What follows belongs to an exercise in optimizing a design on an open flow for small area, a short achievable clock period and few clock cycles; a production flow would make more cautious choices.
At most, simulation tests tie the RTL to the original design; equivalence was not proved.
No activity file was given, so power comes from the tool's default toggle rates.

Setup of wip/tundra:
==> flow/design.v <==
`timescale 1ns / 1ps
package tsf_pkg;
  localparam logic [15:0] HEADER_BYTES  = 16'd20;
  localparam logic [7:0]  TS_KIND       = 8'd8;
  localparam int          MIN_REMAIN    = 10;
  localparam logic [3:0]  TS_LAST_INDEX = 4'd9;
  localparam logic [3:0]  TS_VALUE_END  = 4'd5;
  localparam logic [15:0] POS_MAX       = 16'hFFFF;
  localparam logic [16:0] KIND_GAP = 17'(1 + MIN_REMAIN);
  localparam logic [16:0] LEN_GAP  = 17'(MIN_REMAIN - 1);
  localparam int QUEUE_DEPTH = 4;
  localparam int QUEUE_AW    = $clog2(QUEUE_DEPTH);
  typedef enum logic [1:0] {
    PH_WAIT,
    PH_LEN,
    PH_CAPTURE
  } phase_t;
  typedef enum logic [1:0] {
    OUT_NONE,
    OUT_MISS,
    OUT_HIT
  } outcome_t;
  typedef struct packed {
    logic [7:0]  data;
    logic        first;
    logic        last;
    logic [15:0] total_length;
    logic [15:0] pos;
    logic [16:0] pos_len;
    logic        kind_fail;
  } beat_t;
  typedef struct packed {
    logic        found;
    logic [7:0]  option_kind;
    logic [7:0]  option_length;
    logic [31:0] ts_value;
    logic [31:0] ts_echo;
  } result_t;
endpackage
`timescale 1ns / 1ps
module tcp_timestamp_option_finder
(
  input  logic        clk,
  input  logic        rst,
  input  logic        in_valid,
  output logic        in_ready,
  input  logic [7:0]  data_byte,
  input  logic        first_byte,
  input  logic        last_byte,
  input  logic [15:0] total_length,
  output logic        out_valid,
  input  logic        out_ready,
  output logic        found,
  output logic [7:0]  option_kind,
  output logic [7:0]  option_length,
  output logic [31:0] ts_value,
  output logic [31:0] ts_echo
);
  function automatic logic len_gt(input logic [15:0] a, input logic [7:0] d,
                                  input logic [15:0] l, input logic le1);
    logic [15:0] xs;
    logic [15:0] s;
    logic [15:0] k;
    logic [15:0] b;
    logic [15:0] g;
    logic [15:0] pr;
    logic [6:0]  g1, p1;
    logic [3:0]  g2, p2;
    logic [1:0]  g3, p3;
    logic        ghi, phi;
    logic [2:0]  xa, xb;
    logic [2:0]  sa, sb, ka, kb, ba, bb;
    logic        loa, lob;
    xs = {8'd0, d};
    s  = a ^ xs ^ ~l;
    k  = (a & xs) | (a & ~l) | (xs & ~l);
    b  = {k[14:0], 1'b0};
    g  = s & b;
    pr = s | b;
    for (int m = 0; m < 6; m++) begin
      g1[m] = g[2*m + 4] | (pr[2*m + 4] & g[2*m + 3]);
      p1[m] = pr[2*m + 4] & pr[2*m + 3];
    end
    g1[6] = g[15];
    p1[6] = pr[15];
    for (int m = 0; m < 3; m++) begin
      g2[m] = g1[2*m + 1] | (p1[2*m + 1] & g1[2*m]);
      p2[m] = p1[2*m + 1] & p1[2*m];
    end
    g2[3] = g1[6];
    p2[3] = p1[6];
    for (int m = 0; m < 2; m++) begin
      g3[m] = g2[2*m + 1] | (p2[2*m + 1] & g2[2*m]);
      p3[m] = p2[2*m + 1] & p2[2*m];
    end
    ghi = g3[1] | (p3[1] & g3[0]);
    phi = p3[1] & p3[0];
    xa  = d[2:0];
    xb  = {d[2], 2'b10};
    sa  = a[2:0] ^ xa ^ ~l[2:0];
    sb  = a[2:0] ^ xb ^ ~l[2:0];
    ka  = (a[2:0] & xa) | (a[2:0] & ~l[2:0]) | (xa & ~l[2:0]);
    kb  = (a[2:0] & xb) | (a[2:0] & ~l[2:0]) | (xb & ~l[2:0]);
    ba  = {ka[1:0], 1'b0};
    bb  = {kb[1:0], 1'b0};
    loa = (sa[2] & ba[2]) | ((sa[2] | ba[2]) & ((sa[1] & ba[1]) | ((sa[1] | ba[1]) & sa[0] & ba[0])));
    lob = (sb[2] & bb[2]) | ((sb[2] | bb[2]) & ((sb[1] & bb[1]) | ((sb[1] | bb[1]) & sb[0] & bb[0])));
    len_gt = k[15] | ghi | (phi & (le1 ? lob : loa));
  endfunction
  logic        fv;
  logic [7:0]  fd;
  logic        ff;
  logic        fl;
  logic        ffail;      
  logic [15:0] pos9;       
  logic        pos_ovf;    
  logic [7:0]  cnt;
  logic        czero;      
  logic        st_len;     
  logic        st_cap;     
  logic        st_done;    
  logic [71:0] res;        
  logic        take;
  logic        in_le1;
  logic        in_fail;
  logic [16:0] p_inc;
  logic        go;
  logic        harmless;
  logic        e_len, e_cap, e_done, e_wait, e_czero;
  logic        d_le1, d_is8, d_is0;
  logic [7:0]  c;
  logic [7:0]  fx;
  logic        at_start;
  logic        hit, miss, settle;
  logic        len_n, cap_n, done_n, czero_n;
  logic [7:0]  cnt_n;
  logic        res_shift, res_hold;
  logic        fv_n, out_valid_n, settled_n, harmless_n;
  assign take   = in_valid && in_ready;
  assign in_le1 = data_byte[7:1] == 7'd0;
  assign in_fail = pos_ovf || len_gt(pos9, data_byte, total_length, in_le1);
  assign p_inc  = {1'b0, pos9} + 17'd1;
  assign harmless = (st_done && !ff) || (ff && !fl);
  assign go       = fv && (!out_valid || harmless);
  assign e_len   = !ff && st_len;
  assign e_cap   = !ff && st_cap;
  assign e_done  = !ff && st_done;
  assign e_wait  = ff || !(st_len || st_cap || st_done);
  assign e_czero = !ff && czero;
  assign c       = ff ? 8'd20 : cnt;
  assign d_le1   = fd[7:1] == 7'd0;
  assign d_is8   = fd == 8'd8;
  assign d_is0   = fd == 8'd0;
  assign fx      = {fd[7:2], fd[1] | d_le1, fd[0] && !d_le1};
  assign at_start = e_wait && e_czero;
  always_comb begin
    hit     = e_cap && e_czero;
    miss    = (at_start && d_le1 && ffail) || (e_len && (d_is0 || ffail));
    len_n   = at_start && !d_le1 && !d_is8;
    cap_n   = (at_start && d_is8) || (e_cap && !e_czero);
    if (e_len)                  cnt_n = fx - 8'd2;
    else if (at_start && d_is8) cnt_n = 8'd8;
    else if (at_start)          cnt_n = 8'd0;
    else                        cnt_n = c - 8'd1;
    if (e_len)                  czero_n = fd[7:2] == 6'd0 && !(fd[1] && fd[0]);   
    else if (at_start)          czero_n = !d_is8;
    else                        czero_n = !ff && cnt == 8'd1;
    if (!e_done && !hit && fl) miss = 1'b1;
  end
  assign settle = (hit || miss) && !e_done;
  assign done_n = e_done || settle;
  assign res_shift = fv && !out_valid && e_cap && (!fl || czero);
  assign res_hold  = !(fv && !out_valid);
  assign fv_n        = take || (fv && !go);
  assign out_valid_n = (go && settle) || (out_valid && !out_ready);
  assign settled_n   = go ? done_n : st_done;
  assign harmless_n  = take ? ((settled_n && !first_byte) || (first_byte && !last_byte))
                            : ((settled_n && !ff) || (ff && !fl));
  always_ff @(posedge clk) begin
    if (rst) begin
      fv        <= 1'b0;
      in_ready  <= 1'b1;
      pos9      <= 16'd9;
      pos_ovf   <= 1'b0;
      cnt       <= 8'd20;
      czero     <= 1'b0;
      st_len    <= 1'b0;
      st_cap    <= 1'b0;
      st_done   <= 1'b0;
      out_valid <= 1'b0;
    end else begin
      fv        <= fv_n;
      in_ready  <= !fv_n || !out_valid_n || harmless_n;
      out_valid <= out_valid_n;
      if (take) begin
        pos9    <= first_byte ? 16'd10 : p_inc[15:0];
        pos_ovf <= !first_byte && (pos_ovf || p_inc[16]);
      end
      if (go) begin
        cnt     <= cnt_n;
        czero   <= czero_n;
        st_len  <= len_n && !done_n;
        st_cap  <= cap_n && !done_n;
        st_done <= done_n;
      end
    end
  end
  always_ff @(posedge clk) begin
    if (take) begin
      fd    <= data_byte;
      ff    <= first_byte;
      fl    <= last_byte;
      ffail <= in_fail;
    end
    res <= ({72{res_shift}} & {res[63:0], fd}) | ({72{res_hold}} & res);
    if (go && settle) found <= hit;
  end
  assign option_kind   = {4'd0, found, 3'd0};
  assign option_length = res[71:64];
  assign ts_value      = res[63:32];
  assign ts_echo       = res[31:0];
endmodule
Settings: LEC_CHECK=0, CAP_MARGIN=20, CORE_MARGIN=2, CORE_UTILIZATION=40, CTS_BUF_LIST=sky130_fd_sc_hd__clkbuf_8, PLACE_DENSITY=0.6, SETUP_SLACK_MARGIN=3.6, SLEW_MARGIN=20; clock period 6.0 ns.
standard.sh (not shown) runs the stock make flow with config.mk's settings and CLKGATE_MAP_FILE= SYNTH_SCRIPT=/design/flow/synth_recipe.tcl, a recipe that flattens the netlist after the stock synthesis.
==> flow/flow/run.sh <==
#!/bin/bash
# Layout flow: the standard ORFS flow with two changes.
# - Synthesis leaves adders to abc (no ADDER_MAP_FILE): the design's only arithmetic is a
#   bound check written as a carry tree and two counters, which abc maps faster than the
#   full-adder cells. Registers are mapped exactly as in the standard synthesis.
# - The port buffers that placement inserts are plain sky130_fd_sc_hd__buf_1 cells (ORFS
#   otherwise picks a delay buffer).
# Every ORFS step keeps its own log under orfs/logs/; make's output goes to standard.log.
set -euo pipefail
cd "$(dirname "$0")/.."
export ADDER_MAP_FILE=
export BUFFER_PORTS_ARGS="-buffer_cell sky130_fd_sc_hd__buf_1"
bash standard.sh > standard.log 2>&1
Input changes introduced in wip/maple (baseline for comparison: wip/tundra):
diff --git a/flow/design.v b/flow/design.v
--- a/flow/design.v
+++ b/flow/design.v
@@ -57,6 +57,6 @@
   output logic [31:0] ts_echo
 );
-  function automatic logic len_gt(input logic [15:0] a, input logic [7:0] d,
-                                  input logic [15:0] l, input logic le1);
+  function automatic logic sum_gt(input logic [15:0] a, input logic [7:0] x,
+                                  input logic [15:0] l);
     logic [15:0] xs;
     logic [15:0] s;
@@ -65,12 +65,5 @@
     logic [15:0] g;
     logic [15:0] pr;
-    logic [6:0]  g1, p1;
-    logic [3:0]  g2, p2;
-    logic [1:0]  g3, p3;
-    logic        ghi, phi;
-    logic [2:0]  xa, xb;
-    logic [2:0]  sa, sb, ka, kb, ba, bb;
-    logic        loa, lob;
-    xs = {8'd0, d};
+    xs = {8'd0, x};
     s  = a ^ xs ^ ~l;
     k  = (a & xs) | (a & ~l) | (xs & ~l);
@@ -78,33 +71,13 @@
     g  = s & b;
     pr = s | b;
-    for (int m = 0; m < 6; m++) begin
-      g1[m] = g[2*m + 4] | (pr[2*m + 4] & g[2*m + 3]);
-      p1[m] = pr[2*m + 4] & pr[2*m + 3];
+    for (int w = 1; w < 16; w = w * 2) begin
+      for (int i = 0; i < 16; i++) begin
+        if (i % (2 * w) == 2 * w - 1) begin
+          g[i]  = g[i] | (pr[i] & g[i - w]);
+          pr[i] = pr[i] & pr[i - w];
+        end
+      end
     end
-    g1[6] = g[15];
-    p1[6] = pr[15];
-    for (int m = 0; m < 3; m++) begin
-      g2[m] = g1[2*m + 1] | (p1[2*m + 1] & g1[2*m]);
-      p2[m] = p1[2*m + 1] & p1[2*m];
-    end
-    g2[3] = g1[6];
-    p2[3] = p1[6];
-    for (int m = 0; m < 2; m++) begin
-      g3[m] = g2[2*m + 1] | (p2[2*m + 1] & g2[2*m]);
-      p3[m] = p2[2*m + 1] & p2[2*m];
-    end
-    ghi = g3[1] | (p3[1] & g3[0]);
-    phi = p3[1] & p3[0];
-    xa  = d[2:0];
-    xb  = {d[2], 2'b10};
-    sa  = a[2:0] ^ xa ^ ~l[2:0];
-    sb  = a[2:0] ^ xb ^ ~l[2:0];
-    ka  = (a[2:0] & xa) | (a[2:0] & ~l[2:0]) | (xa & ~l[2:0]);
-    kb  = (a[2:0] & xb) | (a[2:0] & ~l[2:0]) | (xb & ~l[2:0]);
-    ba  = {ka[1:0], 1'b0};
-    bb  = {kb[1:0], 1'b0};
-    loa = (sa[2] & ba[2]) | ((sa[2] | ba[2]) & ((sa[1] & ba[1]) | ((sa[1] | ba[1]) & sa[0] & ba[0])));
-    lob = (sb[2] & bb[2]) | ((sb[2] | bb[2]) & ((sb[1] & bb[1]) | ((sb[1] | bb[1]) & sb[0] & bb[0])));
-    len_gt = k[15] | ghi | (phi & (le1 ? lob : loa));
+    sum_gt = k[15] | g[15];
   endfunction
   logic        fv;
@@ -123,4 +96,5 @@
   logic        take;
   logic        in_le1;
+  logic [7:0]  in_x;
   logic        in_fail;
   logic [16:0] p_inc;
@@ -139,5 +113,6 @@
   assign take   = in_valid && in_ready;
   assign in_le1 = data_byte[7:1] == 7'd0;
-  assign in_fail = pos_ovf || len_gt(pos9, data_byte, total_length, in_le1);
+  assign in_x   = {data_byte[7:2], data_byte[1] | in_le1, data_byte[0] && !in_le1};
+  assign in_fail = pos_ovf || sum_gt(pos9, in_x, total_length);
   assign p_inc  = {1'b0, pos9} + 17'd1;
   assign harmless = (st_done && !ff) || (ff && !fl);
wip/maple vs wip/tundra: horizontal extent of the die down slightly. As far as portion of total power attributed to combinational logic is concerned, wip/tundra and wip/maple perform about the same. Looking at fraction of power spent switching nets, wip/maple sits 0.94 points lower than wip/tundra does. Per the comparison of wip/maple with wip/tundra, cell count of the worst reg-to-reg path went down 1; all-layer global routing usage held steady. Measured against each other, wip/maple and wip/tundra differ in fraction of the core area covered by cells at the end of the flow, the lower figure coming from wip/tundra. Between wip/maple and wip/tundra, the share of the synthesized netlist area taken by xor and xnor gates figures differ only marginally.
Testbench counts of wip/maple, summed over its fixed seeds: cycles 24,217.
For wip/tundra, only the layout was checked, not whether the RTL still works.

[what the ideal ports hide]
The results above use ideal ports. As a check the final layouts listed here were re-extracted and re-timed, cells and wires unchanged.
Step 1: set_driving_cell puts a clkbuf_16 on clk and a buf_2 on each other input, an assumption about the parent block.
Step 2 adds t to the input delays and takes it off the output delays; t is the mean of the earliest and latest rising clock arrival at the registers after step 1. Input paths then give back, and output paths get back, about the clock's delay inside the block.
Slacks: no drivers / after step 1 / after step 2; pairs: no drivers / after step 1.
run | t (ns) | setup slack, ns | hold slack, ns
wip/tundra | 0.454 | 3.532 / 3.543 / 3.089 | 0.480 / 0.480 / 0.480
wip/maple | 0.445 | 3.472 / 3.472 / 3.027 | 0.477 / 0.477 / 0.477
After both steps setup and hold are still met in every run listed. The setup slack of wip/maple, which loses most, moves by 0.000 ns with the drivers and by -0.445 ns with both steps.
